Source: an optimization exercise on an open RTL-to-GDS flow (aim: small area). Production flows keep margins and buffers that such runs may drop.
Function was checked by simulation only, so behaviour that the tests miss may differ from the original.
Power is estimated from default activity; no workload was simulated.

==> flow/design.v (excerpt) <==
module stepper_ctrl_top
(
  input  wire                    CLK,
  input  wire                    resetn,
  input  wire [64-1:0]   word_data_received,
  input  wire                    word_received,
  output logic [64-1:0]  word_send_data,
  output logic                   buffer_dtr,
  output logic                   move_done,
  input  wire                    halt,
  output stepper_pkg::motor_ctrl_t motor
);
==> flow/config.mk <==
export PLATFORM = sky130hd
export DESIGN_NAME = stepper_ctrl_top
export DESIGN_NICKNAME = stepper_ctrl_top
export VERILOG_FILES = /design/flow/design.v
export SDC_FILE = /design/flow/constraint.sdc
export NUM_CORES = 4
export LEC_CHECK = 0
export CAP_MARGIN = 30
export CORE_MARGIN = 2
export CORE_UTILIZATION = 40
export CTS_CLUSTER_DIAMETER = 150
export CTS_CLUSTER_SIZE = 24
export SLEW_MARGIN = 30
==> flow/constraint.sdc <==
create_clock -name core_clock -period 7.0 [get_ports {CLK}]
set_input_delay 1.4000 -clock core_clock [delete_from_list [all_inputs] [get_ports {CLK}]]
set_output_delay 1.4000 -clock core_clock [all_outputs]
set_load 0.01 [all_outputs]
standard.sh (not shown) runs the stock make flow with config.mk's settings and CLKGATE_MAP_FILE= SYNTH_SCRIPT=/design/flow/synth_recipe.tcl, a recipe that flattens the netlist after the stock synthesis.
==> flow/flow/run.sh <==
#!/bin/bash
# The standard layout, except that the port buffers are the smallest
# buffer cell instead of the flow's default delay buffer.
set -uo pipefail
bash standard.sh BUFFER_PORTS_ARGS="-buffer_cell sky130_fd_sc_hd__buf_1" finish > standard.log 2>&1
Next try:
==> flow/flow/run.sh (replaced) <==
#!/bin/bash
# The standard layout, except that the port buffers are the smallest
# buffer cell instead of the flow's default delay buffer, and clock tree
# synthesis adds no dummy loads.
set -uo pipefail
bash standard.sh \
  BUFFER_PORTS_ARGS="-buffer_cell sky130_fd_sc_hd__buf_1" \
  CTS_ARGS="-sink_clustering_enable -repair_clock_nets -sink_clustering_size 24 -sink_clustering_max_diameter 150 -dont_use_dummy_load" \
  finish > standard.log 2>&1
Effect:
- routed wire length stays flat
- worst hold slack gets worse by 0.026 ns
- setup slack barely changes
- final area shrinks by 0.43%
- area after synthesis is unchanged
- cell count shrinks by 0.86%
- count of clock-buffer cells in the layout shrinks by 41
- sequential power hardly moves
- total power shrinks by 2.1%
- maximum frequency is about the same
- register-to-register slack stays flat


stepper_ctrl_top, a different RTL version from the one above (not shown whole).
Size: roughly 1100 flip-flops, ~140 I/O pins.
Design stepper_ctrl_top, start of the top module:
module stepper_ctrl_top
(
  input  wire                    CLK,
  input  wire                    resetn,
  input  wire [64-1:0]   word_data_received,
  input  wire                    word_received,
  output logic [64-1:0]  word_send_data,
  output logic                   buffer_dtr,
  output logic                   move_done,
  input  wire                    halt,
  output stepper_pkg::motor_ctrl_t motor
);
export LEC_CHECK = 0
export CAP_MARGIN = 30
export CORE_MARGIN = 2
export CORE_UTILIZATION = 60
export CTS_CLUSTER_DIAMETER = 150
export CTS_CLUSTER_SIZE = 30
export SLEW_MARGIN = 30
create_clock -name core_clock -period 7.0 [get_ports {CLK}]
run.sh (not shown) runs the stock make flow with config.mk's settings and CLKGATE_MAP_FILE= SYNTH_SCRIPT=/design/flow/synth_recipe.tcl, a recipe that flattens the netlist after the stock synthesis.
Stock flow here: none of the scripts above is used.
==> next run, changes <==
- CORE_UTILIZATION: 60 -> 40
Outcome: Final cell count grows by 11%; design area is higher by 1.3%; count of clock-buffer cells in the layout stays the same; clock power grows by about 3%; worst setup slack degrades by 130 ps; routed wire length goes up by 0.32%; global-route usage fell by 7.7 points; hold slack is better by 9.4 ps.


Another version of the RTL of stepper_ctrl_top (not shown whole).
Size: about 3,500 cells after synthesis, ~1,100 flip-flops, roughly 140 I/O pins, roughly 48,000 sq um of cells after synthesis.
==> flow/config.mk <==
export PLATFORM = sky130hd
export DESIGN_NAME = stepper_ctrl_top
export DESIGN_NICKNAME = stepper_ctrl_top
export VERILOG_FILES = /design/flow/design.v
export SDC_FILE = /design/flow/constraint.sdc
export NUM_CORES = 4
export LEC_CHECK = 0
export CAP_MARGIN = 30
export CORE_MARGIN = 2
export CORE_UTILIZATION = 40
export CTS_BUF_LIST = sky130_fd_sc_hd__clkbuf_8
export CTS_CLUSTER_DIAMETER = 150
export CTS_CLUSTER_SIZE = 16
export SLEW_MARGIN = 30
==> flow/constraint.sdc <==
create_clock -name core_clock -period 7.0 [get_ports {CLK}]
set_input_delay 1.4000 -clock core_clock [delete_from_list [all_inputs] [get_ports {CLK}]]
set_output_delay 1.4000 -clock core_clock [all_outputs]
set_load 0.01 [all_outputs]
standard.sh (not shown) runs the stock make flow with config.mk's settings and CLKGATE_MAP_FILE= SYNTH_SCRIPT=/design/flow/synth_recipe.tcl, a recipe that flattens the netlist after the stock synthesis.
==> flow/flow/run.sh <==
#!/bin/bash
# The standard layout, except that the port buffers are the smallest
# buffer cell instead of the flow's default delay buffer, and clock tree
# synthesis adds no dummy loads.
set -uo pipefail
bash standard.sh \
  BUFFER_PORTS_ARGS="-buffer_cell sky130_fd_sc_hd__buf_1" \
  CTS_ARGS="-sink_clustering_enable -repair_clock_nets -sink_clustering_size 16 -sink_clustering_max_diameter 150 -buf_list sky130_fd_sc_hd__clkbuf_8 -dont_use_dummy_load" \
  finish > standard.log 2>&1
Change:
--- a/flow/flow/run.sh
+++ b/flow/flow/run.sh
@@ -8 +8 @@
-  CTS_ARGS="-sink_clustering_enable -repair_clock_nets -sink_clustering_size 16 -sink_clustering_max_diameter 150 -buf_list sky130_fd_sc_hd__clkbuf_8 -dont_use_dummy_load" \
+  CTS_ARGS="-sink_clustering_enable -repair_clock_nets -sink_clustering_size 24 -sink_clustering_max_diameter 150 -dont_use_dummy_load" \
CTS_BUF_LIST = unset   (was sky130_fd_sc_hd__clkbuf_8)
CTS_CLUSTER_SIZE = 24   (was 16)
Routed wire length fell slightly.
Cell area increases slightly.
Sequential power hardly moves.


Another version of the RTL of stepper_ctrl_top (not shown whole).
For scale: about 3800 cells after synthesis, roughly 1100 flip-flops, roughly 0.050 sq mm of cells after synthesis.
make LEC_CHECK=0 CAP_MARGIN=30 CORE_MARGIN=2 CORE_UTILIZATION=40 CTS_CLUSTER_DIAMETER=100 CTS_CLUSTER_SIZE=20 SLEW_MARGIN=30 finish   # period 7.0 ns
run.sh (not shown) runs the stock make flow with config.mk's settings and CLKGATE_MAP_FILE= SYNTH_SCRIPT=/design/flow/synth_recipe.tcl, a recipe that flattens the netlist after the stock synthesis.
Stock flow here: none of the scripts above is used.
The baseline completed with no timing, DRC or antenna violations.
Then changed:
- CTS_CLUSTER_DIAMETER: 100 -> 150
- CTS_CLUSTER_SIZE: 20 -> 24
Global-route usage decreases by 0.12 points.
Clock skew decreases by 5.1 ps.
Clock-buffer cell count decreases by 18.
Via count decreases by 0.37%.
Fmax barely changes.

-- port drivers added, routing unchanged --
The flow's constraints put no driver on any port. The routed layouts listed below were extracted and timed again, unchanged, in two steps. Step 1 (the two cells are an assumption about what drives the block):
set clk [get_ports {CLK}]
set_driving_cell -lib_cell sky130_fd_sc_hd__clkbuf_16 $clk
set_driving_cell -lib_cell sky130_fd_sc_hd__buf_2 [delete_from_list [all_inputs] $clk]
Step 2 moves the port delays by t, midway between the first and last clock arrival at a register: inputs arrive t later, outputs are due t later. That takes back most of the time a late clock gives input paths. a / b / c = no drivers / after step 1 / after step 2; a / b = the first two.
| run | t (ns) | setup WS [ns] | hold WS [ns] | worst setup path at the end | worst slew at a driven data input, ns |
|---|---|---|---|---|---|
| the first run of note 1 | 0.736 | 0.514 / 0.514 / 0.514 | 0.395 / 0.395 / 0.395 | register to register | 0.19 |
| the second run of note 1 | 0.701 | 0.512 / 0.512 / 0.512 | 0.368 / 0.368 / 0.368 | register to register | 0.17 |
| the first run of note 2 | 0.684 | 1.860 / 1.796 / 2.328 | 0.406 / 0.406 / 0.406 | register to register | 0.12 |
| the second run of note 2 | 0.724 | 1.725 / 1.656 / 2.172 | 0.416 / 0.416 / 0.416 | register to register | 0.09 |
| the first run of note 3 | 0.788 | 0.923 / 0.923 / 0.923 | 0.395 / 0.395 / 0.395 | register to register | 0.14 |
| the second run of note 3 | 0.693 | 0.926 / 0.926 / 0.926 | 0.365 / 0.365 / 0.365 | register to register | 0.15 |
| the first run of note 4 | 0.716 | 1.226 / 1.226 / 1.226 | 0.397 / 0.397 / 0.397 | register to register | 0.16 |
| the second run of note 4 | 0.736 | 1.242 / 1.242 / 1.242 | 0.396 / 0.396 / 0.396 | register to register | 0.15 |
After both steps every run listed still meets setup and hold.
